Source: an optimization exercise on an open RTL-to-GDS flow (aim: a short achievable clock period and few clock cycles). Production flows keep margins and buffers that such runs may drop.
In this exercise RTL edits were held to simulation tests only and were not proved equivalent to the original.
Power is estimated from default activity; no workload was simulated.

--- flow/config.mk ---
export PLATFORM = sky130hd
export DESIGN_NAME = lc4_core
export DESIGN_NICKNAME = lc4_core
export VERILOG_FILES = /design/flow/design.v
export SDC_FILE = /design/flow/constraint.sdc
export NUM_CORES = 4
export LEC_CHECK = 0
export CAP_MARGIN = 20
export CORE_MARGIN = 2
export CORE_UTILIZATION = 40
export PLACE_DENSITY = 0.6
export SETUP_SLACK_MARGIN = 2.8
export SLEW_MARGIN = 20
--- flow/constraint.sdc ---
create_clock -name core_clock -period 5.3 [get_ports {gwe}]
set_input_delay 1.0600 -clock core_clock [delete_from_list [all_inputs] [get_ports {gwe}]]
set_output_delay 1.0600 -clock core_clock [all_outputs]
set_load 0.01 [all_outputs]
--- flow/design.v ---
`default_nettype none
`default_nettype wire
`default_nettype none
package lc4_isa_pkg;
   typedef enum logic [3:0] {
      OP_BR    = 4'b0000,
      OP_ARITH = 4'b0001,
      OP_AND   = 4'b0101,
      OP_LDR   = 4'b0110,
      OP_STR   = 4'b0111,
      OP_CONST = 4'b1001
   } opcode_e;
   localparam logic [2:0] SUBOP_ADD = 3'b000;
   localparam logic [2:0] SUBOP_SUB = 3'b010;
   localparam logic [2:0] SUBOP_AND = 3'b000;
   typedef struct packed {
      logic n;
      logic z;
      logic p;
   } nzp_t;
   typedef struct packed {
      opcode_e    opcode;
      logic [2:0] rd;
      logic [2:0] rs;
      logic [2:0] subop;
      logic [2:0] rt;
   } r_form_t;
   typedef struct packed {
      opcode_e    opcode;
      logic [2:0] rd;       
      logic [2:0] rs;
      logic [5:0] imm6;     
   } i_form_t;
   typedef struct packed {
      opcode_e    opcode;
      nzp_t       nzp;      
      logic [8:0] imm9;
   } b_form_t;
   typedef union packed {
      r_form_t r_form;
      i_form_t i_form;
      b_form_t b_form;
   } insn_u;
endpackage
`default_nettype wire
`default_nettype none
package lc4_pipe_pkg;
   localparam int RSEL_W = $clog2(8);
   typedef logic [RSEL_W-1:0] rsel_t;
   typedef enum logic [2:0] {
      ALU_ADD,
      ALU_SUB,
      ALU_AND,
      ALU_ADDI,
      ALU_CONST,
      ALU_MEMADDR,       
      ALU_BRTARGET       
   } alu_op_e;
   typedef struct packed {
      rsel_t   rs_sel;
      logic    rs_re;
      rsel_t   rt_sel;
      logic    rt_re;
      rsel_t   wsel;
      logic    regfile_we;
      logic    nzp_we;
      logic    is_load;
      logic    is_store;
      logic    is_branch;
      alu_op_e alu_op;
   } ctrl_t;
   typedef logic [1:0] stall_t;
endpackage
`default_nettype wire
`default_nettype none
module lc4_add #(
   parameter int N = 8
) (
   input  logic [N-1:0] i_a,
   input  logic [N-1:0] i_b,
   input  logic         i_c,
   output logic [N-1:0] o_sum,
   output logic         o_c
);
   localparam int L = $clog2(N);
   logic [N-1:0] g [L+1];
   logic [N-1:0] p [L+1];
   logic [N-1:0] x;
   always_comb begin
      x    = i_a ^ i_b;
      g[0] = i_a & i_b;
      p[0] = x;
      g[0][0] = (i_a[0] & i_b[0]) | (x[0] & i_c);
      for (int l = 1; l <= L; l++) begin
         for (int i = 0; i < N; i++) begin
            if (i >= (1 << (l - 1))) begin
               g[l][i] = g[l-1][i] | (p[l-1][i] & g[l-1][i - (1 << (l - 1))]);
               p[l][i] = p[l-1][i] & p[l-1][i - (1 << (l - 1))];
            end else begin
               g[l][i] = g[l-1][i];
               p[l][i] = p[l-1][i];
            end
         end
      end
      o_sum = x ^ {g[L][N-2:0], i_c};
      o_c   = g[L][N-1];
   end
endmodule
`default_nettype wire
`default_nettype none
module lc4_core (
   input  logic                   gwe,
   input  logic                   i_rst_n,
   output logic [16-1:0] o_imem_addr,
   input  logic [16-1:0] i_imem_data,
   output logic [16-1:0] o_dmem_addr,
   output logic                   o_dmem_we,
   output logic [16-1:0] o_dmem_wdata,
   input  logic [16-1:0] i_dmem_rdata,
   output logic                   o_wb_valid,
   output logic [16-1:0] o_wb_pc,
   output logic [16-1:0] o_wb_insn,
   output logic                   o_wb_we,
   output lc4_pipe_pkg::rsel_t                  o_wb_wsel,
   output logic [16-1:0] o_wb_data,
   output lc4_pipe_pkg::stall_t                 o_wb_stall
);
   localparam int W = 16;
   localparam int H = W / 2;
   logic [W-1:0] pc_q;
   logic         fix_q, fix_inc, fix_dec;    
   logic [W-1:0] rf [8];
   logic [2:0]   nzp_q;                      
   logic         a_valid, a_alu, a_ld, a_st, a_we, a_and, a_sub, a_const;
   logic         a_rr, a_imm, a_chk, a_chk_late, a_pred, a_inc, a_dec;
   logic         a_fa1, a_fa2m, a_fa2l, a_fb1, a_fb2m, a_fb2l;
   logic         a_fah, a_fbh, a_fsm, a_fsl, a_pa, a_pb;
   logic [2:0]   a_wsel, a_rs, a_rt, a_mask, a_knzp;
   logic [H-1:0] a_alo, a_blo, a_bimm_hi;
   logic [8:0]   a_tlo;
   logic [W-1:0] a_pc, a_insn, a_next;
   logic         b_valid, b_alu, b_ld, b_st, b_we, b_and, b_sub, b_const;
   logic         b_chk, b_pred, b_c8, b_fah, b_fbh, b_fsm, b_fsl;
   logic [2:0]   b_wsel, b_mask, b_knzp;
   logic [H-1:0] b_lo, b_ahi, b_bhi;
   logic [W-1:0] b_sdata, b_pc, b_insn, b_next, b_target;
   logic         m_valid, m_we, m_ld, m_st, m_flag, m_zero;
   logic [2:0]   m_wsel;
   logic [W-1:0] m_res, m_sdata, m_pc, m_insn;
   logic         w_valid, w_we;
   logic [2:0]   w_wsel;
   logic [W-1:0] w_data, w_pc, w_insn;
   logic [W-1:0] ld_data;
   assign ld_data = i_dmem_rdata;
   logic [2:0] m_nzp, nzp;
   assign m_nzp = {m_res[W-1], m_zero, !m_res[W-1] && !m_zero};
   assign nzp   = (m_valid && m_flag) ? m_nzp : nzp_q;
   logic         m_wr;
   logic [W-1:0] m_val;
   assign m_wr  = m_valid && m_we;
   assign m_val = m_ld ? ld_data : m_res;
   logic [W-1:0] iw;
   assign iw = i_imem_data;
   assign o_imem_addr = pc_q;
   logic [3:0] p_op;
   logic [2:0] p_rd, p_rs, p_rt, p_mask;
   logic p_valid, p_brm, p_br, p_addi, p_rr, p_sub, p_and, p_ld, p_st, p_const;
   logic p_alu, p_we, p_rd_rs, p_rd_rt, p_imm;
   assign p_valid = !fix_q;
   assign p_op    = iw[15:12];
   assign p_rd    = iw[11:9];
   assign p_rs    = iw[8:6];
   assign p_rt    = iw[2:0];
   assign p_mask  = iw[11:9];
   assign p_brm   = (p_op == 4'h0) && (p_mask != 3'b000);
   assign p_br    = p_brm && (iw[8:0] != 9'd0);
   assign p_addi  = (p_op == 4'h1) && iw[5];
   assign p_rr    = (p_op == 4'h1) && !iw[5] && !iw[3];
   assign p_sub   = (p_op == 4'h1) && !iw[5] && (iw[4:3] == 2'b10);
   assign p_and   = (p_op == 4'h5) && (iw[5:3] == 3'b000);
   assign p_ld    = (p_op == 4'h6);
   assign p_st    = (p_op == 4'h7);
   assign p_const = (p_op == 4'h9);
   assign p_alu   = p_addi | p_rr | p_and | p_const;    
   assign p_we    = p_alu | p_ld;
   assign p_rd_rs = p_addi | p_rr | p_and | p_ld | p_st;
   assign p_rd_rt = p_rr | p_and;
   assign p_imm   = p_addi | p_ld | p_st | p_const;
   logic [W-1:0] p_immv;
   always_comb begin
      if (p_addi)             p_immv = W'(signed'(iw[4:0]));
      else if (p_ld | p_st)   p_immv = W'(signed'(iw[5:0]));
      else                    p_immv = W'(signed'(iw[8:0]));
   end
   logic a_alu_v, a_ld_v, b_alu_v, b_ld_v;
   assign a_alu_v = a_valid && a_alu;
   assign a_ld_v  = a_valid && a_ld;
   assign b_alu_v = b_valid && b_alu;
   assign b_ld_v  = b_valid && b_ld;
   logic p_hit_a_rs, p_hit_a_rt, p_hit_a_rd, p_hit_b_rs, p_hit_b_rt;
   assign p_hit_a_rs = a_valid && a_we && p_rs == a_wsel;
   assign p_hit_a_rt = a_valid && a_we && p_rt == a_wsel;
   assign p_hit_a_rd = a_valid && a_we && p_rd == a_wsel;
   assign p_hit_b_rs = b_valid && b_we && p_rs == b_wsel;
   assign p_hit_b_rt = b_valid && b_we && p_rt == b_wsel;
   logic [H-1:0] p_rs_lo, p_rt_lo;
   assign p_rs_lo = (m_wr && m_wsel == p_rs) ? m_val[H-1:0] : rf[p_rs][H-1:0];
   assign p_rt_lo = (m_wr && m_wsel == p_rt) ? m_val[H-1:0] : rf[p_rt][H-1:0];
   logic p_fa1, p_fa2, p_fb1, p_fb2;
   assign p_fa1 = p_rd_rs && p_hit_a_rs;
   assign p_fa2 = p_rd_rs && !p_hit_a_rs && p_hit_b_rs;
   assign p_fb1 = p_rd_rt && p_hit_a_rt;
   assign p_fb2 = p_rd_rt && !p_hit_a_rt && p_hit_b_rt;
   logic [H-1:0] p_alo, p_blo;
   always_comb begin
      p_alo = (p_const || p_fa1 || p_fa2) ? '0 : p_rs_lo;
      if (p_rd_rt)  p_blo = (p_fb1 || p_fb2) ? '0 : p_sub ? ~p_rt_lo : p_rt_lo;
      else          p_blo = p_immv[H-1:0];
   end
   logic [W-1:0] p_next;
   logic [9:0]   p_lo;
   logic         p_inc, p_dec;
   assign p_next = pc_q + W'(1);
   assign p_lo   = {1'b0, pc_q[8:0]} + {1'b0, iw[8:0]} + 10'd1;
   assign p_inc  = p_lo[9] && !iw[8];       
   assign p_dec  = !p_lo[9] && iw[8];       
   logic [2:0] p_knzp;
   assign p_knzp = iw[8] ? 3'b100 : (iw[8:0] == 9'd0) ? 3'b010 : 3'b001;
   logic p_exact, p_chk_a, p_chk_b, p_taken;
   logic [2:0] p_nzp;
   always_comb begin
      p_chk_a = 1'b0;      
      p_chk_b = 1'b0;      
      p_nzp   = nzp;
      if (a_alu_v) begin
         if (a_const)  p_nzp = a_knzp;
         else          p_chk_b = p_mask != 3'b111;
         if (!a_const) p_nzp = 3'b111;
      end else if (b_alu_v) begin
         if (b_const)  p_nzp = b_knzp;
         else          p_chk_a = p_mask != 3'b111;
         if (!b_const) p_nzp = 3'b111;
      end
      p_chk_a = p_chk_a && p_br;
      p_chk_b = p_chk_b && p_br;
      p_exact = !(p_chk_a || p_chk_b);
      p_taken = p_valid && p_brm && (p_exact ? |(p_mask & p_nzp) : iw[8]);
   end
   logic a_act, a_mis, b_act, b_mis;
   logic [W-1:0] a_target;
   logic [6:0]   a_hi;
   assign a_hi     = a_inc ? a_pc[W-1:9] + 7'd1 : a_dec ? a_pc[W-1:9] - 7'd1 : a_pc[W-1:9];
   assign a_target = {a_hi, a_tlo};
   assign a_act    = |(a_mask & nzp);
   assign a_mis    = a_valid && a_chk && (a_act != a_pred);
   assign b_act    = |(b_mask & nzp);
   assign b_mis    = b_valid && b_chk && (b_act != b_pred);
   logic a_wait;
   assign a_wait = a_valid && (a_pa || a_pb);
   logic p_go, a_go;
   assign p_go = p_valid && !a_wait && !a_mis && !b_mis;
   assign a_go = a_valid && !a_wait && !b_mis;
   logic [6:0] fix_hi;
   assign fix_hi = fix_inc ? pc_q[W-1:9] + 7'd1 : pc_q[W-1:9] - 7'd1;
   always_ff @(posedge gwe) begin
      if (!i_rst_n)        pc_q <= 16'h8200;
      else if (b_mis)      pc_q <= b_act ? b_target : b_next;
      else if (a_mis)      pc_q <= a_act ? a_target : a_next;
      else if (fix_q)      pc_q <= {fix_hi, pc_q[8:0]};
      else if (!a_wait)    pc_q <= p_taken ? {pc_q[W-1:9], p_lo[8:0]} : p_next;
   end
   always_ff @(posedge gwe) begin
      if (!i_rst_n) begin
         fix_q <= 1'b0;
      end else begin
         fix_q <= p_go && p_taken && (p_inc || p_dec);
      end
   end
   always_ff @(posedge gwe) begin
      fix_inc <= p_inc;
      fix_dec <= p_dec;
   end
   always_ff @(posedge gwe) begin
      if (!i_rst_n || (!p_go && !a_wait)) begin
         a_valid    <= 1'b0;
         a_alu      <= 1'b0;
         a_ld       <= 1'b0;
         a_st       <= 1'b0;
         a_we       <= 1'b0;
         a_chk      <= 1'b0;
         a_chk_late <= 1'b0;
      end else if (!a_wait) begin
         a_valid    <= 1'b1;
         a_alu      <= p_alu;
         a_ld       <= p_ld;
         a_st       <= p_st;
         a_we       <= p_we;
         a_chk      <= p_chk_a;
         a_chk_late <= p_chk_b;
      end
   end
   always_ff @(posedge gwe) begin
      if (a_wait) begin
         a_alo  <= a_x;
         a_blo  <= a_y;
         a_fa1  <= 1'b0;
         a_fa2m <= 1'b0;
         a_fa2l <= a_pa;
         a_fb1  <= 1'b0;
         a_fb2m <= 1'b0;
         a_fb2l <= a_pb;
         a_pa   <= 1'b0;
         a_pb   <= 1'b0;
         a_fah  <= 1'b0;
         a_fbh  <= 1'b0;
         a_fsm  <= 1'b0;
         a_fsl  <= 1'b0;
      end else begin
         a_alo  <= p_alo;
         a_blo  <= p_blo;
         a_fa1  <= p_fa1 && a_alu;
         a_fa2m <= p_fa2 && b_alu;
         a_fa2l <= p_fa2 && b_ld;
         a_fb1  <= p_fb1 && a_alu;
         a_fb2m <= p_fb2 && b_alu;
         a_fb2l <= p_fb2 && b_ld;
         a_pa   <= p_fa1 && a_ld && a_valid && p_valid;
         a_pb   <= p_fb1 && a_ld && a_valid && p_valid;
         a_fah  <= p_fa1 && a_alu;
         a_fbh  <= p_fb1 && a_alu;
         a_fsm  <= p_hit_a_rd && a_alu;
         a_fsl  <= p_hit_a_rd && a_ld;
      end
   end
   always_ff @(posedge gwe) if (!a_wait) begin
      a_and     <= p_and;
      a_sub     <= p_sub;
      a_const   <= p_const;
      a_rr      <= p_rd_rt;
      a_imm     <= p_imm;
      a_knzp    <= p_knzp;
      a_wsel    <= p_rd;
      a_rs      <= p_rs;
      a_rt      <= p_rt;
      a_mask    <= p_mask;
      a_pred    <= p_taken;
      a_inc     <= p_inc;
      a_dec     <= p_dec;
      a_tlo     <= p_lo[8:0];
      a_bimm_hi <= p_immv[W-1:H];
      a_pc      <= pc_q;
      a_insn    <= iw;
      a_next    <= p_next;
   end
   logic [H-1:0] a_x, a_y, a_subm;
   logic [H:0]   a_sum;
   logic [H-1:0] a_res;
   assign a_subm = {H{a_sub}};
   assign a_x = a_alo | (b_lo & {H{a_fa1}}) | (m_res[H-1:0] & {H{a_fa2m}}) |
                (ld_data[H-1:0] & {H{a_fa2l}});
   assign a_y = a_blo | ((b_lo ^ a_subm) & {H{a_fb1}}) |
                ((m_res[H-1:0] ^ a_subm) & {H{a_fb2m}}) |
                ((ld_data[H-1:0] ^ a_subm) & {H{a_fb2l}});
   lc4_add #(.N(H)) u_add_lo (.i_a(a_x), .i_b(a_y), .i_c(a_sub),
                              .o_sum(a_sum[H-1:0]), .o_c(a_sum[H]));
   assign a_res = a_and ? (a_x & a_y) : a_sum[H-1:0];
   logic [W-1:0] a_rs_v, a_rt_v, a_rd_v;
   assign a_rs_v = (m_wr && m_wsel == a_rs) ? m_val : rf[a_rs];
   assign a_rt_v = (m_wr && m_wsel == a_rt) ? m_val : rf[a_rt];
   assign a_rd_v = (m_wr && m_wsel == a_wsel) ? m_val : rf[a_wsel];
   logic [H-1:0] a_ahi, a_bhi;
   always_comb begin
      a_ahi = (a_const || a_fah) ? '0 : a_rs_v[W-1:H];
      if (a_rr)  a_bhi = a_fbh ? '0 : a_sub ? ~a_rt_v[W-1:H] : a_rt_v[W-1:H];
      else       a_bhi = a_bimm_hi;
   end
   always_ff @(posedge gwe) begin
      if (!i_rst_n || !a_go) begin
         b_valid <= 1'b0;
         b_alu   <= 1'b0;
         b_ld    <= 1'b0;
         b_st    <= 1'b0;
         b_we    <= 1'b0;
         b_chk   <= 1'b0;
      end else begin
         b_valid <= 1'b1;
         b_alu   <= a_alu;
         b_ld    <= a_ld;
         b_st    <= a_st;
         b_we    <= a_we;
         b_chk   <= a_chk_late;
      end
   end
   always_ff @(posedge gwe) begin
      b_and    <= a_and;
      b_sub    <= a_sub;
      b_const  <= a_const;
      b_knzp   <= a_knzp;
      b_wsel   <= a_wsel;
      b_mask   <= a_mask;
      b_pred   <= a_pred;
      b_c8     <= a_sum[H];
      b_lo     <= a_res;
      b_ahi    <= a_ahi;
      b_bhi    <= a_bhi;
      b_fah    <= a_fah;
      b_fbh    <= a_fbh;
      b_sdata  <= (a_fsm || a_fsl) ? '0 : a_rd_v;
      b_fsm    <= a_fsm;
      b_fsl    <= a_fsl;
      b_pc     <= a_pc;
      b_insn   <= a_insn;
      b_next   <= a_next;
      b_target <= a_target;
   end
   logic [H-1:0] b_x, b_y, b_subm, b_sum, b_hi;
   logic [W-1:0] b_sd;
   assign b_subm = {H{b_sub}};
   assign b_x  = b_ahi | (m_res[W-1:H] & {H{b_fah}});
   assign b_y  = b_bhi | ((m_res[W-1:H] ^ b_subm) & {H{b_fbh}});
   logic b_co;
   lc4_add #(.N(H)) u_add_hi (.i_a(b_x), .i_b(b_y), .i_c(b_c8),
                              .o_sum(b_sum), .o_c(b_co));
   assign b_hi = b_and ? (b_x & b_y) : b_sum;
   assign b_sd = b_sdata | (m_res & {W{b_fsm}}) | (ld_data & {W{b_fsl}});
   logic b_zero;
   assign b_zero = (b_lo == '0) &&
                   (b_and ? ((b_x & b_y) == '0)
                          : ((b_x ^ b_y) == {b_x[H-2:0] | b_y[H-2:0], b_c8}));
   always_ff @(posedge gwe) begin
      if (!i_rst_n) begin
         m_valid <= 1'b0;
         m_we    <= 1'b0;
         m_ld    <= 1'b0;
         m_st    <= 1'b0;
         m_flag  <= 1'b0;
      end else begin
         m_valid <= b_valid;
         m_we    <= b_valid && b_we;
         m_ld    <= b_valid && b_ld;
         m_st    <= b_valid && b_st;
         m_flag  <= b_valid && b_alu;
      end
   end
   always_ff @(posedge gwe) begin
      m_wsel  <= b_wsel;
      m_res   <= {b_hi, b_lo};
      m_zero  <= b_zero;
      m_sdata <= b_sd;
      m_pc    <= b_pc;
      m_insn  <= b_insn;
   end
   assign o_dmem_addr  = m_res;
   assign o_dmem_we    = m_st;
   assign o_dmem_wdata = m_sdata;
   always_ff @(posedge gwe) begin
      for (int i = 0; i < 8; i++) begin
         if (!i_rst_n) begin
            rf[i] <= '0;
         end else if (m_wr && m_wsel == 3'(i)) begin
            rf[i] <= m_val;
         end
      end
   end
   always_ff @(posedge gwe) begin
      if (!i_rst_n) begin
         nzp_q <= 3'b000;
      end else if (m_valid && m_flag) begin
         nzp_q <= m_nzp;
      end
   end
   always_ff @(posedge gwe) begin
      if (!i_rst_n) begin
         w_valid <= 1'b0;
         w_we    <= 1'b0;
      end else begin
         w_valid <= m_valid;
         w_we    <= m_wr;
      end
   end
   always_ff @(posedge gwe) begin
      w_wsel <= m_wsel;
      w_data <= m_val;
      w_pc   <= m_pc;
      w_insn <= m_insn;
   end
   assign o_wb_valid = w_valid;
   assign o_wb_pc    = w_pc;
   assign o_wb_insn  = w_insn;
   assign o_wb_we    = w_we;
   assign o_wb_wsel  = w_wsel;
   assign o_wb_data  = w_data;
   assign o_wb_stall = 2'd0;
endmodule
`default_nettype wire
--- flow/run.sh ---
#!/bin/bash
# synth_recipe.tcl (not shown) runs the flow's synth.tcl, then flattens the netlist and writes it again
# the make line also repeats each setting of config.mk as NAME=value (left out here)
make -C /OpenROAD-flow-scripts/flow DESIGN_CONFIG=/design/flow/config.mk WORK_HOME=/design/flow/orfs CLKGATE_MAP_FILE= SYNTH_SCRIPT=/design/flow/synth_recipe.tcl finish
==> reports/qor.csv, run 1 <==
stage,metric,value,unit
timing,final hold viol count,0,
cells_and_area,FILL cells,4805,
placed_design,dpl cell area,24000,um^2
critical_path,Worst Path Required,5.80,ns
clock_network,clk buf depth,3,
power,Clk pwr share,0.435,
critical_path,WP data arrival,3.27,ns
critical_path,critical path class,input pin to register,
placed_design,port buffer count,135,
floorplan,die area,56600,um^2
cells_and_area,Syn-to-layout area delta,24.6,%
critical_path,CP bufs+invs,3,
global_routing,vias in the first global route,17500,
timing,Final Slew Violations,0,
timing,Final setup viols,0,
timing,RSZ-0062 raised after global routing,yes,
clock_network,Clock transition at path regs,0.07,ns
floorplan,die height,238,um
drt,final antenna-violating net count,0,
critical_path,crit path max fanout,4,
power,switch share,0.258,
synthesis,Most used DFF post-synth,dfxtp_1,
timing,Worst Tran Pin Value,0.979,ns
drt,number of vias per cell,5.88,
cells_and_area,ant diodes,0,
synthesis,Netlist cell types,80,
placed_design,cell count after placement,2937,
synthesis,Post-synth EDFFs,68,
floorplan,Initial Util,0.406,
global_routing,GR Util All Layers,0.245,
drt,DR vias,18400,
global_routing,largest net degree at the start of global routing,74,
synthesis,asr flop ratio synth,0,
critical_path,crit start category,input pin,
critical_path,worst-path cell with the longest stage delay,fa_2,
critical_path,Top delay family on crit path,compound AO/OA/AOI/OAI gates,
floorplan,# IOs,138,
timing,worst hold slack,0.316,ns
drt,Post-Route WL,71200,um
clock_network,H-tree lvl count,2,
clock_network,CTS Sinks,492,
timing,TNS Setup,0,ns
critical_path,Worst path most repeated cell,a21oi_2,
min_path,Hold Crit Class,register to register,
synthesis,register area share after synthesis,0.481,
cells_and_area,Biggest register,rf,
timing,relative slew slack,0.346,
floorplan,core area,53900,um^2
run_status,status,"complete, no violations",
timing,final worst path period share,0.524,
clock_network,Num CTS Buffers,51,
clock_network,CTS Hold Bufs,0,
drt,Avg WL per Cell,22.8,um
cells_and_area,Reg area,10600,um^2
cells_and_area,Finished Cell Area,27300,um^2
synthesis,Ys Warns,5,
drt,drt first pass iters,6,
power,maximum VDD drop,0.287,mV
power,P per Cell Area,323,nW/um^2
global_routing,gr ovfl total,0,
cells_and_area,Post-Layout Cell Count,3127,
cells_and_area,area of the multi-input gates,11100,um^2
clock_network,CTS tree,yes,
critical_path,crit end category,register,
clock_network,CTS root buf,clkbuf_16,
cells_and_area,share of cells above drive strength 1,0.194,
global_routing,global-route wire length before repair,107000,um
synthesis,Post-Syn Area,21900,um^2
clock_network,clock latency (worst-skew pair),0.62,ns
cells_and_area,Largest register FFs,128,
synthesis,synthesized area per cell,9.82,um^2
global_routing,initial antenna violation count,0,
power,Pleak,10.7,nW
power,Psw,2.28,mW
timing,post-layout min period,2.78,ns
power,Logic pwr share,0.101,
floorplan,Die W,238,um
floorplan,Rows,85,
cells_and_area,NumNets Final,2470,
power,internal power,6.54,mW
timing,clk_skew,0.0274,ns
drt,DR DRC count,0,
drt,DRT iter0 DRCs,1965,
run,# Max-Cap Violations,0,
placed_design,gpl congestion,0.933,
power,Reg power frac,0.464,
critical_path,crit path cell chain,buf_12 -> inv_8 -> a222oi_1 -> nand2_1 -> a21oi_2 -> fa_2 -> inv_2 -> fa_2 -> a21o_1 -> a21oi_2 -> o21ai_2 -> a21oi_2 -> nor2b_1 -> o21ai_1 -> nand2b_1,
synthesis,post-synthesis register bit count,492,
placed_design,Final HPWL DP,47300,um
critical_path,crit-path max cell delay,0.33,ns
timing,f_max,360,MHz
synthesis,post-synthesis cell count,2228,
-- worst paths after layout --
| path | from | to | slack [ns] | depth (start not counted) |
|---|---|---|---|---|
| max | i_dmem_rdata[0] | b_c8 | 2.52 | 15 |
| min | b_pc[7] | m_pc[7] | 0.32 | 0 |
| max reg2reg | a_fb2m | b_c8 | 2.61 | 13 |
| min reg2reg | b_pc[7] | m_pc[7] | 0.32 | 0 |
-- power groups by stage --
stage / sequential (mW) / combinational, mW / clock (mW)
after floorplan: 4.12 / 0.445 / 0
after global placement: 4.17 / 0.797 / 0
after detailed placement: 4.18 / 0.806 / 0
after CTS: 4.09 / 0.819 / 3.90
after global routing: 4.10 / 0.947 / 4.05
final: 4.09 / 0.894 / 3.83
-- placed cells by master, fill, tap and decap left out, types with 19 or more instances in the layout --
master	n
dfxtp_1	377
nor2_1	220
nand2_1	150
a211oi_1	145
dlygate4sd2_1	106
buf_4	97
a21oi_1	90
mux2i_1	84
inv_1	81
edfxtp_1	68
o21ai_0	61
clkbuf_16	57
xnor2_1	51
xor2_1	41
ha_1	37
nand3_1	33
mux4_2	32
dfxtp_2	31
a21o_1	30
nand2b_1	25
o221ai_1	24
o22ai_1	23
mux2_2	21
nor3_1	19
a22o_1	19
-- worst reg2reg max path, cell delays in order, from the launching register on --
cell	delay (ns)
dfxtp_2	0.41
a222oi_1	0.36
nand2_1	0.11
a21oi_2	0.19
fa_2	0.25
inv_2	0.04
fa_2	0.33
a21o_1	0.18
a21oi_2	0.17
o21ai_2	0.09
a21oi_2	0.17
nor2b_1	0.07
o21ai_1	0.14
nand2b_1	0.07
-- metrics by stage --
stage          setup WS [ns]  power [mW]   util
6_report                2.52        8.82  0.506
5_1_grt                 2.41        9.10  0.506
4_1_cts                 2.56        8.81  0.492
3_5_place_dp            1.18        4.98  0.445
3_3_place_gp            1.18        4.97  0.445
2_1_floorplan           2.20        4.57      -
-- synth_stat cells, types with 25 or more instances --
master    instances  area (um^2)
clkbuf_1        120          450
a211oi_1        147         1100
xor2_1           43          377
dfxtp_1         424         8490
nand3_1          38          190
mux2i_1          93          931
ha_1             42          526
a21oi_1         101          505
nand2b_1         27          169
nand2_1         152          571
o21ai_0          72          360
o221ai_1         25          219
nor2_1          230          863
a21o_1           31          233
xnor2_1          52          455
mux4_2           32          721
inv_1            86          323
edfxtp_1         68         2040
nor3_1           25          125
-- final cells by class --
| class | instances | share of cell area |
|---|---|---|
| inverters | 97 | 0.0152 |
| clock inverters | 31 | 0.0125 |
| clock buffers | 65 | 0.0541 |
| multi-input cells | 1482 | 0.405 |
| well taps | 696 | 0.0319 |
| flip-flops and latches | 492 | 0.390 |
| repair inverters | 1 | 0.000597 |
| repair buffers | 263 | 0.0905 |
-- per-layer routing --
layer | GRT usage | wire length [um] | part of all wire | vias to the layer above
li1 | - | - | - | 8447
met1 | 0.339 | 30500 | 0.43 | 8909
met2 | 0.384 | 32600 | 0.46 | 904
met3 | 0.0440 | 5880 | 0.083 | 135
met4 | 0.0858 | 2270 | 0.032 | 0
met5 | 0 | 0 | 0 | -
-- cell families (layout without fill, tap and decap cells) --
family	after synthesis	after routing	synth area share
fa+ha+maj	48	48	0.0295
compound gates	590	590	0.190
flops	492	492	0.481
simple gates	601	601	0.129
buf+inv	255	457	0.0459
xor+xnor	95	95	0.0380
mux	146	146	0.0863
other cells	1	2	0.000171
-- repair_timing --
action                                 in CTS  in global routing
gates cloned                                3                  1
setup endpoints to repair                 202                127
pin swaps                                  51                 57
endpoints found under the hold margin       0                  0
gates resized for setup                   321                 94
setup buffers                              45                 44
Testbench counts, summed over its fixed seeds: cycles 8,861.
==> run 2, diff against run 1 <==
--- a/flow/design.v
+++ b/flow/design.v
@@ -221,30 +221,34 @@
    logic [9:0]   p_lo;
    logic         p_inc, p_dec;
    assign p_next = pc_q + W'(1);
-   assign p_lo   = {1'b0, pc_q[8:0]} + {1'b0, iw[8:0]} + 10'd1;
+   lc4_add #(.N(9)) u_add_tgt (.i_a(pc_q[8:0]), .i_b(iw[8:0]), .i_c(1'b1),
+                               .o_sum(p_lo[8:0]), .o_c(p_lo[9]));
    assign p_inc  = p_lo[9] && !iw[8];       
    assign p_dec  = !p_lo[9] && iw[8];       
    logic [2:0] p_knzp;
    assign p_knzp = iw[8] ? 3'b100 : (iw[8:0] == 9'd0) ? 3'b010 : 3'b001;
-   logic p_exact, p_chk_a, p_chk_b, p_taken;
+   logic p_exact, p_unk_a, p_unk_b, p_chk_a, p_chk_b, p_taken;
    logic [2:0] p_nzp;
    always_comb begin
-      p_chk_a = 1'b0;      
-      p_chk_b = 1'b0;      
+      p_unk_a = 1'b0;      
+      p_unk_b = 1'b0;      
       p_nzp   = nzp;
       if (a_alu_v) begin
          if (a_const)  p_nzp = a_knzp;
-         else          p_chk_b = p_mask != 3'b111;
+         else          p_unk_b = p_mask != 3'b111;
          if (!a_const) p_nzp = 3'b111;
       end else if (b_alu_v) begin
          if (b_const)  p_nzp = b_knzp;
-         else          p_chk_a = p_mask != 3'b111;
+         else          p_unk_a = p_mask != 3'b111;
          if (!b_const) p_nzp = 3'b111;
       end
-      p_chk_a = p_chk_a && p_br;
-      p_chk_b = p_chk_b && p_br;
-      p_exact = !(p_chk_a || p_chk_b);
-      p_taken = p_valid && p_brm && (p_exact ? |(p_mask & p_nzp) : iw[8]);
+      p_exact = !(p_unk_a || p_unk_b);
+      p_chk_a = p_unk_a && p_br;
+      p_chk_b = p_unk_b && p_br;
+      p_taken = p_valid && (p_op == 4'h0) &&
+                ((iw[11] && (p_exact ? p_nzp[2] : iw[8])) ||
+                 (iw[10] && (p_exact ? p_nzp[1] : iw[8])) ||
+                 (iw[9]  && (p_exact ? p_nzp[0] : iw[8])));
    end
    logic a_act, a_mis, b_act, b_mis;
    logic [W-1:0] a_target;
@@ -262,12 +266,20 @@
    assign a_go = a_valid && !a_wait && !b_mis;
    logic [6:0] fix_hi;
    assign fix_hi = fix_inc ? pc_q[W-1:9] + 7'd1 : pc_q[W-1:9] - 7'd1;
+   logic         pc_use_alt;
+   logic [W-1:0] pc_alt;
+   always_comb begin
+      pc_use_alt = b_mis || a_mis || fix_q || a_wait;
+      if (b_mis)       pc_alt = b_act ? b_target : b_next;
+      else if (a_mis)  pc_alt = a_act ? a_target : a_next;
+      else if (fix_q)  pc_alt = {fix_hi, pc_q[8:0]};
+      else             pc_alt = pc_q;
+   end
    always_ff @(posedge gwe) begin
       if (!i_rst_n)        pc_q <= 16'h8200;
-      else if (b_mis)      pc_q <= b_act ? b_target : b_next;
-      else if (a_mis)      pc_q <= a_act ? a_target : a_next;
-      else if (fix_q)      pc_q <= {fix_hi, pc_q[8:0]};
-      else if (!a_wait)    pc_q <= p_taken ? {pc_q[W-1:9], p_lo[8:0]} : p_next;
+      else if (pc_use_alt) pc_q <= pc_alt;
+      else if (p_taken)    pc_q <= {pc_q[W-1:9], p_lo[8:0]};
+      else                 pc_q <= p_next;
    end
    always_ff @(posedge gwe) begin
       if (!i_rst_n) begin
==> run 2 against run 1 <==
Final area is 0.64% higher. Sequential share of layout area is 0.20 points lower. Via count is 1.5% higher. Clock skew is 0.0015 ns higher. Combinational power is 2.5% higher. Die area is 0.13% lower. Critical path type is now register to register. Largest power group unchanged.
==> reports/qor.csv, run 2 <==
stage,metric,value,unit
global_routing,global-route wire length before repair,111000,um
synthesis,Netlist cell types,90,
clock_network,CTS Hold Bufs,0,
critical_path,crit end category,register,
synthesis,"count leader, synth",dfxtp_1,
synthesis,post-synthesis cell count,2291,
synthesis,synth cell count leaders,"dfxtp_1, nor2_1, nand2_1",
timing,RSZ-0062 raised after global routing,yes,
synthesis,Ys Warns,8,
synthesis,synthesized area per cell,9.54,um^2
synthesis,asr flop ratio synth,0,
timing,Final setup viols,0,
clock_network,CTS tree,yes,
floorplan,Rows,85,
timing,final hold viol count,0,
power,maximum VDD drop,0.248,mV
critical_path,CP startpoint,m_valid,
timing,TNS Setup,0,ns
min_path,Hold Crit Start,b_pc[6],
cells_and_area,Post-Layout Cell Count,3204,
timing,Final Slew Violations,0,
global_routing,vias in the first global route,17800,
cells_and_area,Biggest register,rf,
clock_network,CTS Sinks,492,
critical_path,critical path class,register to register,
synthesis,synth top area cells,"dfxtp_1, edfxtp_1, a211oi_1",
synthesis,Synth area leader,dfxtp_1,
synthesis,Post-Syn Area,21900,um^2
power,Pleak,10.7,nW
clock_network,Num CTS Buffers,53,
critical_path,Worst R2R Start,m_valid,
drt,final antenna-violating net count,0,
critical_path,crit start category,register,
global_routing,GR Util All Layers,0.255,
power,P per Cell Area,319,nW/um^2
cells_and_area,Syn-to-layout area delta,25.6,%
clock_network,H-tree lvl count,2,
critical_path,Worst Path Required,5.85,ns
synthesis,mux contribution to synthesized area,0.0744,
min_path,Hold Crit Class,register to register,
synthesis,register area share after synthesis,0.482,
cells_and_area,FILL cells,4882,
timing,clk_skew,0.0289,ns
placed_design,gpl congestion,0.952,
cells_and_area,NumNets Final,2547,
floorplan,# IOs,138,
cells_and_area,most frequent cells in the layout,"dfxtp_1, nor2_1, nand2_1, a211oi_1",
drt,Avg WL per Cell,23.0,um
timing,worst hold slack,0.309,ns
clock_network,clk buf depth,3,
floorplan,core area,53900,um^2
global_routing,initial antenna violation count,1,
synthesis,post-synthesis register bit count,492,
cells_and_area,Largest register FFs,128,
run_status,status,"complete, no violations",
placed_design,port buffer count,135,
placed_design,cell count after placement,3009,
drt,DR DRC count,0,
synthesis,largest family of logic cells by synthesized area,compound AO/OA/AOI/OAI gates,
timing,post-layout min period,2.82,ns
drt,DRT iter0 DRCs,2066,
cells_and_area,share of cells above drive strength 1,0.196,
floorplan,Die W,238,um
clock_network,clock latency (worst-skew pair),0.63,ns
floorplan,die area,56500,um^2
clock_network,CTS root buf,clkbuf_16,
cells_and_area,Reg area,10600,um^2
global_routing,largest net degree at the start of global routing,97,
placed_design,Final HPWL DP,49100,um
timing,relative slew slack,0.203,
cells_and_area,"most common cell after layout, fill and taps aside",dfxtp_1,
drt,Post-Route WL,73800,um
run,# Max-Cap Violations,0,
synthesis,Compound-Gate Fraction of Synth Area,0.198,
synthesis,Most used DFF post-synth,dfxtp_1,
critical_path,WP data arrival,3.37,ns
timing,final worst path period share,0.531,
timing,Worst Tran Pin Value,1.19,ns
synthesis,Yosys top cell area share,0.388,
drt,number of vias per cell,5.83,
drt,DR vias,18700,
synthesis,post-synthesis xor/xnor area fraction,0.0385,
floorplan,die height,238,um
synthesis,Synth Area in Adders,0.0295,
timing,f_max,355,MHz
critical_path,crit path max fanout,5,
synthesis,Synth Area in Simple Gates,0.133,
cells_and_area,area of the multi-input gates,11300,um^2
synthesis,Post-synth EDFFs,68,
clock_network,Clock transition at path regs,0.07,ns
drt,drt first pass iters,6,
floorplan,Initial Util,0.405,
global_routing,gr ovfl total,0,
run 2: worst paths after layout:
| check | to | slack (ns) | cells past startpoint |
|---|---|---|---|
| max reg2reg | pc_q[9] | 2.48 | 9 |
| min | m_pc[6] | 0.31 | 0 |
| max | pc_q[9] | 2.48 | 9 |
| min reg2reg | m_pc[6] | 0.31 | 0 |
run 2: cells by family after synthesis:
family / count (synthesis)
AO/OA/AOI/OAI: 636
buffers and inverters: 250
other: 1
AND/OR/NAND/NOR: 638
flip-flops: 492
adder cells (fa/ha/maj): 48
multiplexers: 130
XOR/XNOR: 96
run 2: per-layer routing:
layer | part of all wire | vias up | GRT usage | wire length [um]
met3 | 0.079 | 119 | 0.0458 | 5860
li1 | - | 8640 | - | -
met5 | 0 | - | 0 | 0
met1 | 0.45 | 9118 | 0.369 | 33400
met2 | 0.44 | 799 | 0.388 | 32600
met4 | 0.027 | 0 | 0.0698 | 2010
run 2: power breakdown:
part / total (mW) / switching [mW] / internal [mW] / leakage (nW)
Clock: 3.76 / 1.60 / 2.15 / 0.855
Sequential: 4.09 / 0.149 / 3.94 / 4.26
Combinational: 0.916 / 0.562 / 0.354 / 5.61
run 2: timing repair:
action	CTS	global route
pin swaps	62	35
resized for setup	314	83
cloned	3	1
endpoints found under the hold margin	0	0
setup endpoints to repair	250	120
setup buffers	76	17
run 2: through the flow:
step	power, mW	setup WS (ns)	util	cell area (um^2)
2_1_floorplan	4.59	2.15	-	22300
3_3_place_gp	5.01	1.35	0.448	24100
3_5_place_dp	5.02	1.31	0.448	24100
4_1_cts	8.74	2.48	0.500	27000
5_1_grt	9.06	2.39	0.509	27400
6_report	8.76	2.48	0.509	27400
run 2: layout make-up:
| cell class | count | share of cell area |
|---|---|---|
| well taps | 696 | 0.0317 |
| clock inverters | 19 | 0.00807 |
| inverters | 95 | 0.0156 |
| clock buffers | 78 | 0.0566 |
| multi-input cells | 1553 | 0.411 |
| repair buffers | 270 | 0.0894 |
| flip-flops and latches | 492 | 0.388 |
| diodes | 1 | 0.0000912 |
run 2: critical path, stage by stage (launching register included):
cell and delay [ns]:
dfxtp_4 0.38, and2_4 0.16, mux2_4 0.32, a222oi_1 0.38, bufbuf_16 0.33, mux2_4 0.34
nor3_4 0.19, nand2_2 0.15, o32a_1 0.32, o221ai_2 0.16
Testbench counts of run 2, summed over its fixed seeds: cycles 8,861.
==> run 3, diff against run 2 <==
--- a/flow/design.v
+++ b/flow/design.v
@@ -82,28 +82,34 @@
    output logic [N-1:0] o_sum,
    output logic         o_c
 );
-   localparam int L = $clog2(N);
-   logic [N-1:0] g [L+1];
-   logic [N-1:0] p [L+1];
-   logic [N-1:0] x;
+   localparam int M = N + 1;
+   localparam int L = $clog2(M);
+   logic [M-1:0] h [L+1];     
+   logic [M-1:0] t [L+1];     
+   logic [M-1:0] a, b, g, tr, x, c;
    always_comb begin
-      x    = i_a ^ i_b;
-      g[0] = i_a & i_b;
-      p[0] = x;
-      g[0][0] = (i_a[0] & i_b[0]) | (x[0] & i_c);
+      a  = {i_a, i_c};
+      b  = {i_b, i_c};
+      g  = a & b;
+      tr = a | b;
+      x  = a ^ b;
+      h[0] = g;
+      t[0] = tr;
       for (int l = 1; l <= L; l++) begin
-         for (int i = 0; i < N; i++) begin
+         for (int i = 0; i < M; i++) begin
             if (i >= (1 << (l - 1))) begin
-               g[l][i] = g[l-1][i] | (p[l-1][i] & g[l-1][i - (1 << (l - 1))]);
-               p[l][i] = p[l-1][i] & p[l-1][i - (1 << (l - 1))];
+               h[l][i] = h[l-1][i] | (t[l-1][i-1] & h[l-1][i - (1 << (l - 1))]);
+               t[l][i] = t[l-1][i] & t[l-1][i - (1 << (l - 1))];
             end else begin
-               g[l][i] = g[l-1][i];
-               p[l][i] = p[l-1][i];
+               h[l][i] = h[l-1][i];
+               t[l][i] = t[l-1][i];
             end
          end
       end
-      o_sum = x ^ {g[L][N-2:0], i_c};
-      o_c   = g[L][N-1];
+      c[0] = 1'b0;
+      for (int i = 1; i < M; i++) c[i] = tr[i-1] & h[L][i-1];
+      o_sum = x[M-1:1] ^ c[M-1:1];
+      o_c   = tr[M-1] & h[L][M-1];
    end
 endmodule
 `default_nettype wire
@@ -147,9 +153,6 @@
    logic         m_valid, m_we, m_ld, m_st, m_flag, m_zero;
    logic [2:0]   m_wsel;
    logic [W-1:0] m_res, m_sdata, m_pc, m_insn;
-   logic         w_valid, w_we;
-   logic [2:0]   w_wsel;
-   logic [W-1:0] w_data, w_pc, w_insn;
    logic [W-1:0] ld_data;
    assign ld_data = i_dmem_rdata;
    logic [2:0] m_nzp, nzp;
@@ -481,27 +484,12 @@
          nzp_q <= m_nzp;
       end
    end
-   always_ff @(posedge gwe) begin
-      if (!i_rst_n) begin
-         w_valid <= 1'b0;
-         w_we    <= 1'b0;
-      end else begin
-         w_valid <= m_valid;
-         w_we    <= m_wr;
-      end
-   end
-   always_ff @(posedge gwe) begin
-      w_wsel <= m_wsel;
-      w_data <= m_val;
-      w_pc   <= m_pc;
-      w_insn <= m_insn;
-   end
-   assign o_wb_valid = w_valid;
-   assign o_wb_pc    = w_pc;
-   assign o_wb_insn  = w_insn;
-   assign o_wb_we    = w_we;
-   assign o_wb_wsel  = w_wsel;
-   assign o_wb_data  = w_data;
+   assign o_wb_valid = m_valid;
+   assign o_wb_pc    = m_pc;
+   assign o_wb_insn  = m_insn;
+   assign o_wb_we    = m_wr;
+   assign o_wb_wsel  = m_wsel;
+   assign o_wb_data  = m_val;
    assign o_wb_stall = 2'd0;
 endmodule
 `default_nettype wire
==> run 3 against run 2 <==
Final cell count fell by 0.81%. Highest routed layer is now met5. Die area fell by 3.4%. Register-to-register slack improved by 0.11 ns. Still clean on timing, DRC and antenna. Sequential share of layout area fell by 3.2 points. Worst setup slack got worse by 0.0092 ns.
==> reports/qor.csv, run 3 <==
stage,metric,value,unit
run_status,status,"complete, no violations",
synthesis,Most used DFF post-synth,dfxtp_1,
floorplan,die area,54600,um^2
clock_network,CTS Sinks,442,
cells_and_area,Syn-to-layout area delta,28.5,%
floorplan,Die W,234,um
critical_path,crit start category,register,
clock_network,Num CTS Buffers,48,
cells_and_area,most frequent cells in the layout,"dfxtp_1, nor2_1, buf_4, a211oi_1, nand2_1",
synthesis,register area share after synthesis,0.452,
synthesis,Synth area leader,dfxtp_1,
power,P per Cell Area,309,nW/um^2
critical_path,Worst path most repeated cell,buf_12,
min_path,Hold Crit Class,register to register,
global_routing,largest net degree at the start of global routing,102,
critical_path,crit end category,output pin,
drt,Post-Route WL,71800,um
critical_path,crit path cell chain,buf_12 -> buf_12 -> mux2i_4 -> inv_2 -> buf_6,
power,maximum VDD drop,0.229,mV
synthesis,"count leader, synth",dfxtp_1,
drt,number of vias per cell,5.85,
floorplan,core area,52300,um^2
clock_network,Clock transition at path regs,0.06,ns
timing,TNS Setup,0,ns
drt,final antenna-violating net count,0,
timing,RSZ-0062 raised after global routing,yes,
cells_and_area,share of cells above drive strength 1,0.238,
timing,relative slew slack,0.317,
cells_and_area,Largest register FFs,128,
drt,DR vias,18600,
timing,clk_skew,0.0282,ns
drt,DRT iter0 DRCs,1890,
global_routing,global-route wire length before repair,108000,um
placed_design,port buffer count,135,
clock_network,clk buf depth,3,
placed_design,gpl congestion,0.896,
placed_design,dpl cell area,23400,um^2
floorplan,# IOs,138,
run,# Max-Cap Violations,0,
global_routing,initial antenna violation count,2,
power,total power,8.38,mW
clock_network,CTS root buf,clkbuf_16,
cells_and_area,Layout Utilization,0.518,
drt,Avg WL per Cell,22.6,um
clock_network,CTS Hold Bufs,0,
cells_and_area,Post-Layout Cell Count,3178,
critical_path,crit path max fanout,5,
synthesis,Post-Syn Area,21100,um^2
cells_and_area,Finished Cell Area,27100,um^2
timing,Worst Tran Pin Value,1.02,ns
timing,Final Slew Violations,0,
critical_path,Worst Path Required,4.24,ns
synthesis,post-synthesis cell count,2238,
timing,Final setup viols,0,
critical_path,R2R setup slack,2.59,ns
timing,final worst path period share,0.533,
placed_design,DP Worst Slack,1.15,ns
synthesis,synthesized area per cell,9.42,um^2
cells_and_area,NumNets Final,2553,
timing,post-layout min period,2.83,ns
global_routing,vias in the first global route,17700,
floorplan,die height,234,um
timing,f_max,354,MHz
clock_network,clock latency (worst-skew pair),0.60,ns
global_routing,gr ovfl total,0,
floorplan,Initial Util,0.403,
cells_and_area,"most common cell after layout, fill and taps aside",dfxtp_1,
global_routing,GR Util All Layers,0.258,
drt,DR DRC count,0,
synthesis,asr flop ratio synth,0,
synthesis,Netlist cell types,73,
synthesis,synth top area cells,"dfxtp_1, edfxtp_1, a211oi_1",
clock_network,H-tree lvl count,2,
synthesis,post-synthesis register bit count,442,
power,Pleak,10.7,nW
placed_design,Final HPWL DP,46900,um
critical_path,WP data arrival,1.77,ns
synthesis,Yosys top cell area share,0.355,
timing,worst hold slack,0.325,ns
synthesis,Ys Warns,8,
critical_path,critical path class,register to output pin,
drt,drt first pass iters,8,
timing,final hold viol count,0,
critical_path,crit-path max cell delay,0.35,ns
cells_and_area,Biggest register,rf,
floorplan,Rows,84,
synthesis,Post-synth EDFFs,68,
timing,Final WS setup,2.47,ns
clock_network,CTS tree,yes,
synthesis,synth cell count leaders,"dfxtp_1, nor2_1, a211oi_1",
critical_path,worst-path cell with the longest stage delay,dfxtp_4,
placed_design,cell count after placement,2940,
## run 3: cell types whose count changed after synthesis, moves of 12 or more
cell      delta
mux2i_1     +13
dfxtp_1     -50
a21oi_1     -13
a22oi_1     -12
inv_1       +17
ha_1        +25
o211ai_1    +15
nand2_1     -20
## run 3: what timing repair did
item	4_1_cts	5_1_grt
buffers inserted	93	46
gates cloned	7	1
setup endpoints to repair	255	132
pin swaps	55	46
resized for setup	474	67
## run 3: final timing paths
path,start,to,cells after the start
worst max-delay path,m_ld,o_wb_data[0],5
worst min-delay path,b_pc[6],m_pc[6],0
worst max register to register,m_valid,pc_q[15],11
worst min register to register,b_pc[6],m_pc[6],0
## run 3: logic make-up after synthesis
kind of cell / Yosys count / share of synthesized area
AO/OA/AOI/OAI: 606 / 0.198
AND/OR/NAND/NOR: 601 / 0.129
flip-flops: 442 / 0.452
buffers and inverters: 268 / 0.0500
multiplexers: 145 / 0.0850
XOR/XNOR: 105 / 0.0436
adder cells (fa/ha/maj): 70 / 0.0426
other: 1 / 0.000178
## run 3: worst max-delay path: cells and delay by family, from the launching register on
kind                   cells  cell delay (ns)
buffers and inverters      4             0.49
flip-flops                 1             0.35
multiplexers               1             0.31
## run 3: area by class of cell
cell class              instances  area, um^2
fillers                      4641       25200
multi-input cells            1533       11600
flip-flops and latches        442        9650
repair buffers                316        2890
clock buffers                  67        1380
well taps                     688         861
inverters                     108         448
clock inverters                23         288
diodes                          1        2.50
## run 3: layer usage
layer | vias up | track usage | share of wire
li1 | 8526 | - | -
met1 | 9069 | 0.370 | 0.45
met2 | 842 | 0.393 | 0.45
met3 | 142 | 0.0447 | 0.072
met4 | 2 | 0.0858 | 0.030
met5 | - | 0 | 0.00018
## run 3: report_power, final
group	internal (mW)	switching, mW
Clock	2.08	1.44
Sequential	3.54	0.144
Combinational	0.516	0.656
Testbench counts of run 3, summed over its fixed seeds: cycles 8,733.
==> run 4, diff against run 3 <==
--- a/flow/design.v
+++ b/flow/design.v
@@ -134,7 +134,8 @@
    localparam int W = 16;
    localparam int H = W / 2;
    logic [W-1:0] pc_q;
-   logic         fix_q, fix_inc, fix_dec;    
+   logic         tk_q, c9_q, s9_q;           
+   logic         fix_q, fix_inc;             
    logic [W-1:0] rf [8];
    logic [2:0]   nzp_q;                      
    logic         a_valid, a_alu, a_ld, a_st, a_we, a_and, a_sub, a_const;
@@ -150,14 +151,13 @@
    logic [2:0]   b_wsel, b_mask, b_knzp;
    logic [H-1:0] b_lo, b_ahi, b_bhi;
    logic [W-1:0] b_sdata, b_pc, b_insn, b_next, b_target;
-   logic         m_valid, m_we, m_ld, m_st, m_flag, m_zero;
+   logic         m_valid, m_we, m_ld, m_st;
    logic [2:0]   m_wsel;
    logic [W-1:0] m_res, m_sdata, m_pc, m_insn;
    logic [W-1:0] ld_data;
    assign ld_data = i_dmem_rdata;
-   logic [2:0] m_nzp, nzp;
-   assign m_nzp = {m_res[W-1], m_zero, !m_res[W-1] && !m_zero};
-   assign nzp   = (m_valid && m_flag) ? m_nzp : nzp_q;
+   logic [2:0] nzp;
+   assign nzp = nzp_q;
    logic         m_wr;
    logic [W-1:0] m_val;
    assign m_wr  = m_valid && m_we;
@@ -268,7 +268,9 @@
    assign p_go = p_valid && !a_wait && !a_mis && !b_mis;
    assign a_go = a_valid && !a_wait && !b_mis;
    logic [6:0] fix_hi;
-   assign fix_hi = fix_inc ? pc_q[W-1:9] + 7'd1 : pc_q[W-1:9] - 7'd1;
+   assign fix_q   = tk_q && (c9_q != s9_q);
+   assign fix_inc = c9_q;
+   assign fix_hi  = fix_inc ? pc_q[W-1:9] + 7'd1 : pc_q[W-1:9] - 7'd1;
    logic         pc_use_alt;
    logic [W-1:0] pc_alt;
    always_comb begin
@@ -286,14 +288,14 @@
    end
    always_ff @(posedge gwe) begin
       if (!i_rst_n) begin
-         fix_q <= 1'b0;
+         tk_q <= 1'b0;
       end else begin
-         fix_q <= p_go && p_taken && (p_inc || p_dec);
+         tk_q <= p_go && p_taken;
       end
    end
    always_ff @(posedge gwe) begin
-      fix_inc <= p_inc;
-      fix_dec <= p_dec;
+      c9_q  <= p_lo[9];
+      s9_q  <= iw[8];
    end
    always_ff @(posedge gwe) begin
       if (!i_rst_n || (!p_go && !a_wait)) begin
@@ -448,19 +450,16 @@
          m_we    <= 1'b0;
          m_ld    <= 1'b0;
          m_st    <= 1'b0;
-         m_flag  <= 1'b0;
       end else begin
          m_valid <= b_valid;
          m_we    <= b_valid && b_we;
          m_ld    <= b_valid && b_ld;
          m_st    <= b_valid && b_st;
-         m_flag  <= b_valid && b_alu;
       end
    end
    always_ff @(posedge gwe) begin
       m_wsel  <= b_wsel;
       m_res   <= {b_hi, b_lo};
-      m_zero  <= b_zero;
       m_sdata <= b_sd;
       m_pc    <= b_pc;
       m_insn  <= b_insn;
@@ -480,8 +479,8 @@
    always_ff @(posedge gwe) begin
       if (!i_rst_n) begin
          nzp_q <= 3'b000;
-      end else if (m_valid && m_flag) begin
-         nzp_q <= m_nzp;
+      end else if (b_valid && b_alu) begin
+         nzp_q <= {b_hi[H-1], b_zero, !b_hi[H-1] && !b_zero};
       end
    end
    assign o_wb_valid = m_valid;
==> run 4 against run 3 <==
Still clean on timing, DRC and antenna. Sequential share of layout area is 0.11 points lower. Via count fell by 3.6%. Worst hold slack lost 0.0012 ns. Register-to-register slack barely moved. Flip-flop and latch count fell by 1. Combinational power fell by 4%. Sequential power is essentially flat.
==> reports/qor.csv, run 4 <==
stage,metric,value,unit
synthesis,post-synthesis cell count,2114,
critical_path,crit-path max cell delay,0.44,ns
floorplan,Initial Util,0.403,
cells_and_area,"most common cell after layout, fill and taps aside",dfxtp_1,
cells_and_area,Syn-to-layout area delta,29.1,%
drt,Post-Route WL,70300,um
critical_path,CP bufs+invs,5,
clock_network,CTS tree,yes,
global_routing,gr ovfl total,0,
critical_path,Worst R2R Start,a_fb2m,
timing,Final Slew Violations,0,
global_routing,initial antenna violation count,1,
timing,TNS Setup,0,ns
synthesis,Netlist cell types,80,
critical_path,crit end category,output pin,
timing,Final setup viols,0,
drt,final antenna-violating net count,0,
timing,f_max,354,MHz
min_path,hold path endpoint,m_insn[6],
min_path,Hold Crit Start,b_insn[6],
min_path,Hold Crit Class,register to register,
cells_and_area,Largest register FFs,128,
min_path,Hold Path Depth,0,
floorplan,die height,233,um
synthesis,asr flop ratio synth,0,
global_routing,global-route wire length before repair,105000,um
drt,drt first pass iters,10,
critical_path,WP data arrival,1.76,ns
placed_design,gpl congestion,0.922,
floorplan,# IOs,138,
critical_path,crit path max fanout,4,
timing,worst hold slack,0.324,ns
critical_path,Worst Path Required,4.24,ns
critical_path,R2R setup slack,2.60,ns
timing,final hold viol count,0,
timing,RSZ-0062 raised after global routing,yes,
critical_path,Worst R2R Path Depth,12,
timing,clk_skew,0.0290,ns
power,Pleak,10.6,nW
synthesis,Post-Syn Area,21000,um^2
drt,DR DRC count,0,
drt,DR vias,17900,
timing,Worst Tran Pin Value,1.04,ns
global_routing,largest net degree at the start of global routing,58,
timing,final worst path period share,0.532,
clock_network,CTS Hold Bufs,0,
global_routing,vias in the first global route,17200,
synthesis,register area share after synthesis,0.452,
cells_and_area,most frequent cells in the layout,"dfxtp_1, nor2_1, a211oi_1, buf_4, nand2_1",
clock_network,clock latency (worst-skew pair),0.59,ns
timing,relative slew slack,0.307,
power,P per Cell Area,299,nW/um^2
synthesis,synth top area cells,"dfxtp_1, edfxtp_1, a211oi_1",
floorplan,Die W,233,um
clock_network,Clock transition at path regs,0.06,ns
cells_and_area,NumNets Final,2445,
synthesis,Ys Warns,8,
synthesis,"count leader, synth",dfxtp_1,
critical_path,Worst path most repeated cell,buf_6,
placed_design,port buffer count,135,
synthesis,Post-synth EDFFs,68,
power,maximum VDD drop,0.254,mV
synthesis,synth cell count leaders,"dfxtp_1, nor2_1, a211oi_1",
floorplan,Rows,84,
critical_path,FF-to-FF End,b_lo[7],
global_routing,GR Util All Layers,0.252,
drt,number of vias per cell,5.83,
synthesis,synthesized area per cell,9.96,um^2
synthesis,Most used DFF post-synth,dfxtp_1,
placed_design,Final HPWL DP,46000,um
critical_path,Top delay family on crit path,buffers and inverters,
cells_and_area,Biggest register,rf,
drt,Avg WL per Cell,22.9,um
floorplan,die area,54500,um^2
critical_path,crit path cell chain,buf_6 -> buf_12 -> mux2i_2 -> buf_6 -> inv_4 -> buf_6,
synthesis,Synth area leader,dfxtp_1,
floorplan,core area,52200,um^2
clock_network,CTS root buf,clkbuf_16,
synthesis,post-synthesis register bit count,441,
run_status,status,"complete, no violations",
run,# Max-Cap Violations,0,
clock_network,Num CTS Buffers,47,
clock_network,CTS Sinks,441,
clock_network,clk buf depth,3,
drt,DRT iter0 DRCs,1958,
cells_and_area,share of cells above drive strength 1,0.259,
clock_network,H-tree lvl count,2,
synthesis,Yosys top cell area share,0.355,
critical_path,worst-path cell with the longest stage delay,dfxtp_4,
timing,post-layout min period,2.82,ns
critical_path,crit start category,register,
critical_path,critical path class,register to output pin,
-- run 4: cell count changes after synthesis, moves of 18 or more --
cell,previous run,this run
a21oi_1,114,89
o21ai_0,100,66
nor2_1,267,229
mux4_2,24,47
o22ai_1,34,16
nand2_1,141,111
clkbuf_1,129,94
-- run 4: timing repair --
action                                  in CTS  in global routing
pin swaps                                   41                 50
gates resized for setup                    462                126
buffers inserted                            93                 53
endpoints found under the setup margin     252                 80
cloned                                       6                  2
-- run 4: area by class of cell --
| cell class | instances | area (um^2) |
|---|---|---|
| well taps | 688 | 861 |
| flip-flops and latches | 441 | 9650 |
| fillers | 4595 | 25100 |
| diodes | 1 | 2.50 |
| inverters | 104 | 440 |
| repair buffers | 321 | 3060 |
| clock inverters | 25 | 228 |
| multi-input cells | 1428 | 11600 |
| clock buffers | 63 | 1340 |
-- run 4: how the worst max path moves through the flow --
stage / start / to / slack, ns / cells after the start
2_1_floorplan: i_imem_data[0] / pc_q[8] / 2.29 / 12
3_5_place_dp: i_imem_data[2] / a_blo[7] / 0.94 / 10
4_1_cts: m_ld / o_wb_data[7] / 2.44 / 5
6_report: m_ld / o_wb_data[5] / 2.48 / 6
5_1_grt: m_ld / o_wb_data[5] / 2.42 / 6
3_3_place_gp: i_imem_data[2] / a_blo[7] / 0.78 / 10
-- run 4: layer usage --
layer	track usage	part of all wire	up-vias
met4	0.0997	0.036	0
met3	0.0588	0.083	136
li1	-	-	8208
met2	0.395	0.45	806
met1	0.334	0.43	8761
met5	0	0	-
-- run 4: kinds of logic (layout without fill, tap and decap cells) --
family | count (synthesis) | in the layout | synth area share
simple gates | 545 | 547 | 0.122
mux | 158 | 158 | 0.104
compound gates | 545 | 546 | 0.187
fa+ha+maj | 68 | 68 | 0.0415
xor+xnor | 107 | 107 | 0.0445
other cells | 1 | 3 | 0.000178
flops | 441 | 441 | 0.452
buf+inv | 249 | 513 | 0.0480
-- run 4: through the flow --
step / cell area, um^2 / power (mW) / setup WS, ns / util / std cells
6_report: 27200 / 8.12 / 2.48 / 0.520 / 3071
3_5_place_dp: 23300 / 4.62 / 0.940 / 0.445 / 2828
3_3_place_gp: 23300 / 4.61 / 0.778 / 0.445 / 2828
2_1_floorplan: 21400 / 4.22 / 2.29 / - / 2115
5_1_grt: 27200 / 8.38 / 2.42 / 0.520 / 3070
4_1_cts: 26300 / 8.07 / 2.44 / 0.503 / 3015
-- run 4: where the power goes --
group          total, mW  switching (mW)  internal, mW
sequential          3.67           0.136          3.53
combinational       1.12           0.616         0.505
clock               3.33            1.40          1.93
total               8.12            2.16          5.96
Testbench counts of run 4, summed over its fixed seeds: cycles 8,733.

[afterwards: timing with drivers on the ports]
In the flow no input, the clock included, has a driving cell. The finished layouts below were timed again as built, in two steps.
Step 1 sets driving cells, clkbuf_16 on the clock port and buf_2 on the other inputs (assumed; they add their load-dependent delay and slew).
Step 2, shift: input delay + t, output delay - t, t = (earliest + latest rising clock arrival at the registers) / 2. This alone moves slack from input paths to output paths.
a / b / c = ideal / step 1 / step 2; a / b = the first two.
run | t, ns | slack for setup (ns) | hold WS [ns] | latest minus earliest clock arrival (ns) | worst slew at a driven data input, ns
run 1 | 0.661 | 2.523 / 2.503 / 1.843 | 0.316 / 0.316 / 0.316 | 0.031 / 0.031 | 0.09
run 2 | 0.671 | 2.483 / 2.483 / 1.899 | 0.309 / 0.309 / 0.309 | 0.030 / 0.029 | 0.09
run 3 | 0.647 | 2.474 / 2.416 / 1.925 | 0.325 / 0.325 / 0.325 | 0.032 / 0.032 | 0.11
run 4 | 0.631 | 2.478 / 2.422 / 1.967 | 0.324 / 0.324 / 0.324 | 0.030 / 0.030 | 0.24
After both steps setup and hold are still met in every run listed. The setup slack of run 1, which loses most, moves by -0.020 ns with the drivers and by -0.680 ns with both steps.
